Background: an optimization exercise with open tools, aiming at small area. Do not read the settings as production practice.
Only simulation tests tie the RTL to the original design; equivalence was not proved.
No activity file was given, so power comes from the tool's default toggle rates.

## v1
## br_predict_btb
module br_predict_btb #(
  parameter int IDX_W  = 5,
  parameter int TAG_W  = 8,
  parameter int STAT_W = 12
) (
  input  logic              CLK,
  input  logic              nRST,
  input  logic [31:0]       if_pc,
  output logic              pred_taken,
  output logic [31:0]       pred_target,
  output logic              pred_hit,
  input  logic              upd_valid,
  input  logic [31:0]       upd_pc,
  input  logic              upd_taken,
  input  logic [31:0]       upd_target,
  input  logic              upd_mispredict,
  input  logic              clear,
  output logic [STAT_W-1:0] stat_branches,
  output logic [STAT_W-1:0] stat_mispred
);
Size in the first run: about 5,000 cells after synthesis, about 1,400 flip-flops, about 0.053 sq mm of cells after synthesis.
export LEC_CHECK = 0
export CAP_MARGIN = 20
export CORE_MARGIN = 2
export CORE_UTILIZATION = 50
export SETUP_SLACK_MARGIN = 0.4
export SLEW_MARGIN = 8
export SYNTH_HIERARCHICAL = 1
export SYNTH_MINIMUM_KEEP_SIZE = 0
create_clock -name core_clock -period 8.0 [get_ports {CLK}]
standard.sh (not shown) runs the stock make flow with config.mk's settings and CLKGATE_MAP_FILE= SYNTH_SCRIPT=/design/flow/synth_recipe.tcl, a recipe that flattens the netlist after the stock synthesis.
==> flow/flow/run.sh <==
#!/bin/bash
# Standard ORFS layout, with clock tree synthesis told not to add dummy loads and to
# use larger sink clusters, ports buffered with the smallest buffer, and timing-driven
# global placement told not to keep its intermediate resizer changes.
export CTS_ARGS="-sink_clustering_enable -repair_clock_nets -dont_use_dummy_load -buf_list sky130_fd_sc_hd__clkbuf_16 -sink_clustering_size 27 -sink_clustering_max_diameter 100"
export BUFFER_PORTS_ARGS="-buffer_cell sky130_fd_sc_hd__buf_1"
export GPL_KEEP_OVERFLOW=0
bash standard.sh > standard.log 2>&1
Changes in v41 relative to v1:
==> flow/flow/run.sh <==
#!/bin/bash
# Standard ORFS layout, with clock tree synthesis told not to add dummy loads and to
# use larger sink clusters, and ports buffered with the smallest buffer.
export CTS_ARGS="-sink_clustering_enable -repair_clock_nets -dont_use_dummy_load -buf_list sky130_fd_sc_hd__clkbuf_16 -sink_clustering_size 27 -sink_clustering_max_diameter 100"
export BUFFER_PORTS_ARGS="-buffer_cell sky130_fd_sc_hd__buf_1"
bash standard.sh > standard.log 2>&1
Results
In terms of final total power, v41 and v1 differ only marginally.
The sequential share of layout area in v41 sits 0.83 points above the value recorded for v1.
On ratio of cells with drive above 1 in the final layout, v1 tracks v41 almost exactly.
diff inputs: v41 => v26
==> flow/flow/run.sh <==
#!/bin/bash
# Standard ORFS layout, with clock tree synthesis told not to add dummy loads and to
# use larger sink clusters, and ports buffered with the smallest buffer.
export CTS_ARGS="-sink_clustering_enable -repair_clock_nets -dont_use_dummy_load -buf_list sky130_fd_sc_hd__clkbuf_8 -sink_clustering_size 14 -sink_clustering_max_diameter 70"
export BUFFER_PORTS_ARGS="-buffer_cell sky130_fd_sc_hd__buf_1"
bash standard.sh > standard.log 2>&1
Results
Compared with v41, v26 shows a higher count of clock-buffer cells in the layout. As far as sum of internal, switching and leakage power is concerned, v26 and v41 perform about the same. H-tree depth reported by CTS in v26 is 1 higher than in v41. Number of cells traversed by the worst hold path: v41 vs v26, no meaningful difference. v41 → v26: hold slack shrank by 0.0031 ns; total via count in the routed design grew by 450.
Edits applied to the flow inputs when going from v26 to v49:
Settings: SLEW_MARGIN changed from 8 to 0.
==> flow/flow/run.sh <==
#!/bin/bash
# Standard ORFS layout, with clock tree synthesis told not to add dummy loads and to
# use larger sink clusters, and ports buffered with the smallest buffer.
export CTS_ARGS="-sink_clustering_enable -repair_clock_nets -dont_use_dummy_load -buf_list sky130_fd_sc_hd__clkbuf_16 -sink_clustering_size 27 -sink_clustering_max_diameter 100"
export BUFFER_PORTS_ARGS="-buffer_cell sky130_fd_sc_hd__buf_1"
bash standard.sh > standard.log 2>&1
==> comparison <==
The via count reported for v49 is lower than the one for v26.
Between v49 and v26, the share of final layout cell area taken by non-clock buffers does not differ in any meaningful way.
Relative to v26, wire length decreased by about 0.43% in v49.
v26: all stages complete, timing, DRC and antenna checks passed
v49 finished every stage and its layout cleared the timing, DRC and antenna checks.
The final area was comparable across v49 and v26.

-- separate check: timing with driven ports --
The flow's constraints put no driver on any port. The routed layouts listed below were extracted and timed again, unchanged, in two steps.
Step 1, drivers: a clkbuf_16 drives CLK and a buf_2 each remaining input, both assumed.
Step 2 times the ports against the registers' clock, not the clock port: input delays grow and output delays shrink by t, the midpoint of the rising clock arrivals with the driver on.
Three values: ideal, step 1, step 2; two values: the first two.
run	t (ns)	setup slack, ns	worst setup path at the end	slew at the worst register clock pin (ns)	pins driven straight from the clock port
v1	0.801	0.382 / 0.267 / 0.267	input to output	0.12 / 0.12	1
v41	0.785	0.546 / 0.421 / 0.421	input to output	0.12 / 0.12	1
v26	0.887	0.350 / 0.192 / 0.192	input to output	0.10 / 0.10	1
v49	0.794	0.170 / 0.028 / 0.028	input to output	0.12 / 0.12	1
After both steps setup and hold are still met in every run listed. The setup slack of v26, which loses most, moves by -0.158 ns with the drivers and by -0.158 ns with both steps.
